This design comes from an exercise in tuning for small area, a short achievable clock period and few clock cycles per item on the open sky130 flow, not from production work. Function was checked by simulation only, so behaviour that the tests miss may differ from the original.

==> inputs of 05-22 <==
## bias_relu
module bias_relu #(
  parameter int ROWS    = 4,
  parameter int COLS    = 4,
  parameter int RELU_EN = 1
) (
  input  logic                              clk,
  input  logic                              rst,
  input  logic                              enable,
  input  logic [ROWS-1:0][COLS-1:0][31:0]   matrix_in,
  input  logic [ROWS-1:0][31:0]             bias,
  output logic [ROWS-1:0][COLS-1:0][31:0]   result,
  output logic                              busy,
  output logic                              done
);
clock: 6.5 ns
lec_check: 0
cap_margin: 20
core_area: 4 4 426 426
die_area: 0 0 430 430
setup_slack_margin: 3.8
slew_margin: 20
standard.sh (not shown) runs the stock make flow with config.mk's settings and CLKGATE_MAP_FILE= SYNTH_SCRIPT=/design/flow/synth_recipe.tcl, a recipe that flattens the netlist after the stock synthesis.
==> flow/flow/run.sh <==
#!/bin/bash
# Own layout flow: the standard layout (standard.sh), with
#  - synthesis through flow/synth.tcl: the standard flow's synthesis script with ABC on
#    flow/abc.script (structural mapping, no restructuring) and without the
#    full/half-adder extraction, so the RTL's adder structure is kept;
#  - the port buffers made of sky130_fd_sc_hd__buf_1 instead of the cell
#    buffer_ports picks by default.
# make's output goes to standard_make.log; ORFS keeps each step's log in
# orfs/logs/.
set -euo pipefail
export OWN_WORK=$PWD
export OWN_ABC_SCRIPT=$PWD/flow/abc.script
export BUFFER_PORTS_ARGS="-buffer_cell sky130_fd_sc_hd__buf_1"
export CTS_ARGS="-sink_clustering_enable -repair_clock_nets -buf_list sky130_fd_sc_hd__clkbuf_8 -dont_use_dummy_load"
export PRE_IO_PLACEMENT_TCL=$PWD/flow/pins.tcl
bash standard.sh SYNTH_SCRIPT=$PWD/flow/synth.tcl ADDER_MAP_FILE= finish > standard_make.log 2>&1
==> flow/flow/abc.script <==
&get -n
&st
&dch
&nf
&put
buffer -c
topo
stime -c
upsize -c
dnsize -c
==> flow/flow/pins.tcl <==
# Pin order for io placement (run before place_pins as PRE_IO_PLACEMENT_TCL):
# one matrix row per die edge. Along an edge: elements 0 and 1 of the row,
# the row's bias, elements 2 and 3. Inside an element its input and output
# bits alternate from bit 0 up, so each element's adder sits next to its
# own pins. The control pins go in the middle of the bottom edge.
set edges {bottom right top left}
for {set r 0} {$r < 4} {incr r} {
  set names {}
  for {set c 0} {$c < 4} {incr c} {
    if {$c == 2} {
      for {set k 0} {$k < 32} {incr k} { lappend names "bias\[[expr {$r*32 + $k}]\]" }
      if {$r == 0} { lappend names clk rst enable busy done }
    }
    set base [expr {($r*4 + $c) * 32}]
    for {set k 0} {$k < 32} {incr k} {
      lappend names "matrix_in\[[expr {$base + $k}]\]" "result\[[expr {$base + $k}]\]"
    }
  }
  set_io_pin_constraint -pin_names $names -region [lindex $edges $r]:* -group -order
}
==> flow/flow/synth.tcl <==
proc abc {args} {
  set i [lsearch -exact $args -script]
  if {$i >= 0} { lset args [expr {$i + 1}] $::env(OWN_ABC_SCRIPT) }
  yosys abc {*}$args
}
source $::env(OWN_WORK)/synth_recipe.tcl
==> 03-15: changes against 05-22 <==
--- a/flow/design.v
+++ b/flow/design.v
@@ -301,21 +301,19 @@
     assign c[29] = G5_28;
     assign c[30] = G4_29;
     assign c[31] = G5_30;
     assign c[32] = G4_31;
     assign sum[31:0] = p ^ c[31:0];
     assign sum[32] = p[31] ^ c[32];
-    logic pos, mixed, big, nonneg, ld_one, ld_keep;
-    assign pos     = !e[31] && !b[31];
-    assign mixed   = e[31] ^ b[31];
-    assign big     = pos && c[31];
-    assign nonneg  = pos || (mixed && c[31]);
-    assign ld_one  = !done_q && big;
-    assign ld_keep = !done_q && nonneg;
-    logic [30:0] res_q;
+    logic [30:0] nsum_q;
+    logic        nbig_q, neg_q;
     always_ff @(posedge clk) begin
-      res_q <= ({31{done_q}} & res_q) | {31{ld_one}} | ({31{ld_keep}} & sum[30:0]);
+      if (!done_q) begin
+        nsum_q <= ~sum[30:0];
+        nbig_q <= ~sum[31];
+        neg_q  <= sum[32];
+      end
     end
-    assign result[(i / COLS)][(i % COLS)] = {1'b0, res_q};
+    assign result[(i / COLS)][(i % COLS)] = {1'b0, ~((nsum_q & {31{nbig_q}}) | {31{neg_q}})};
   end
 endmodule
 `default_nettype wire
--- a/flow/flow/run.sh
+++ b/flow/flow/run.sh
@@ -8,9 +8,7 @@
 # make's output goes to standard_make.log; ORFS keeps each step's log in
 # orfs/logs/.
 set -euo pipefail
 export OWN_WORK=$PWD
 export OWN_ABC_SCRIPT=$PWD/flow/abc.script
 export BUFFER_PORTS_ARGS="-buffer_cell sky130_fd_sc_hd__buf_1"
-export CTS_ARGS="-sink_clustering_enable -repair_clock_nets -buf_list sky130_fd_sc_hd__clkbuf_8 -dont_use_dummy_load"
-export PRE_IO_PLACEMENT_TCL=$PWD/flow/pins.tcl
 bash standard.sh SYNTH_SCRIPT=$PWD/flow/synth.tcl ADDER_MAP_FILE= finish > standard_make.log 2>&1
CORE_AREA = not set   (was 4 4 426 426)
CORE_MARGIN = 2   (was not set)
CORE_UTILIZATION = 35   (was not set)
DIE_AREA = not set   (was 0 0 430 430)
SETUP_SLACK_MARGIN = 4.0   (was 3.8)
removed: flow/flow/pins.tcl
==> 08-06: changes against 05-22 <==
==> flow/flow/run.sh (replaced) <==
#!/bin/bash
# Own layout flow: the standard layout (standard.sh) with these changes:
#  - synthesis through flow/synth.tcl: the standard flow's synthesis script with ABC run
#    on flow/abc.script (structural mapping, no restructuring) and without
#    the full/half-adder extraction, so the RTL's prefix adder is kept;
#    registers are mapped before ABC, as in the standard synthesis;
#  - port buffers of sky130_fd_sc_hd__buf_1 instead of the cell buffer_ports
#    picks by default (repair may still upsize them);
#  - clock tree from sky130_fd_sc_hd__clkbuf_8 without dummy loads;
#  - pins placed by flow/pins.tcl: one matrix row per die edge, each
#    element's pins together, next to its adder.
# make's output goes to standard_make.log; ORFS keeps each step's log in
# orfs/logs/.
set -euo pipefail
export OWN_WORK=$PWD
export OWN_ABC_SCRIPT=$PWD/flow/abc.script
export BUFFER_PORTS_ARGS="-buffer_cell sky130_fd_sc_hd__buf_1"
export CTS_ARGS="-sink_clustering_enable -repair_clock_nets -buf_list sky130_fd_sc_hd__clkbuf_8 -dont_use_dummy_load"
export PRE_IO_PLACEMENT_TCL=$PWD/flow/pins.tcl
bash standard.sh SYNTH_SCRIPT=$PWD/flow/synth.tcl ADDER_MAP_FILE= finish > standard_make.log 2>&1
SETUP_SLACK_MARGIN = 3.4   (was 3.8)
==> impl_metrics.ini <==
[outcome]
status = timing/DRC/antenna clean

[worst_setup_path]
worstPathArrival_ns = 1.85

[cells_and_area]
final_cells = 7828
signal_buffers = 1712

[synth]
ys_seq_elements = 529
synth_area_leader_cell = edfxtp_1

[clocking]
clock_latency_ns = 0.66
That was 03-15.
==> impl_metrics.ini <==
[outcome]
status = timing/DRC/antenna clean

[clocking]
cts_buffers = 99
clock_latency_ns = 0.80

[synth]
avgSynthCellArea_um2 = 8.13
ys_seq_elements = 497
synth_area_leader_cell = dfxtp_1

[place]
placed_area_um2 = 46500

[worst_setup_path]
worstPathArrival_ns = 3.83
cp_slowest_stage_delay_ns = 0.39

[cells_and_area]
final_cells = 8340
signal_buffers = 1336
That was 08-06.
==> impl_metrics.ini <==
[clocking]
h-tree-depth = 3
clock_latency_ns = 0.81

[outcome]
status = timing/DRC/antenna clean

[cells_and_area]
final_cells = 8597
signal_buffers = 1593

[detailed_routing]
drc = 0

[synth]
ys_seq_elements = 497
synthDistinctLibCells = 54

[power_and_ir_drop]
clkPwrFrac_pct = 20.9
That was 05-22.
Testbench counts of 05-22, summed over its fixed seeds: cycles 3,192, items 1,600.
Testbench counts of 03-15, summed over its fixed seeds: cycles 3,192, items 1,600.
Testbench counts of 08-06, summed over its fixed seeds: cycles 3,192, items 1,600.

static timing again, ports no longer ideal:
In the flow no input, the clock included, has a driving cell. The finished layouts below were timed again as built, in two steps. Step 1 (the two cells are an assumption about what drives the block):
set clk [get_ports {clk}]
set_driving_cell -lib_cell sky130_fd_sc_hd__clkbuf_16 $clk
set_driving_cell -lib_cell sky130_fd_sc_hd__buf_2 [delete_from_list [all_inputs] $clk]
Step 2 adds t to the input delays and takes it off the output delays; t is the mean of the earliest and latest rising clock arrival at the registers after step 1. Input paths then give back, and output paths get back, about the clock's delay inside the block. Three values: no drivers, after step 1, after step 2; two values: the first two.
run | shift t [ns] | setup slack, ns | worst hold slack (ns)
05-22 | 0.831 | 3.398 / 3.380 / 2.550 | 0.472 / 0.472 / 0.472
03-15 | 0.732 | 3.353 / 3.277 / 2.846 | 0.806 / 0.754 / 1.142
08-06 | 0.824 | 3.310 / 3.324 / 2.500 | 0.468 / 0.468 / 0.468
After both steps setup and hold are still met in every run listed. For 05-22, which loses most, drivers alone change the setup slack by -0.018 ns; drivers and shift together by -0.848 ns.
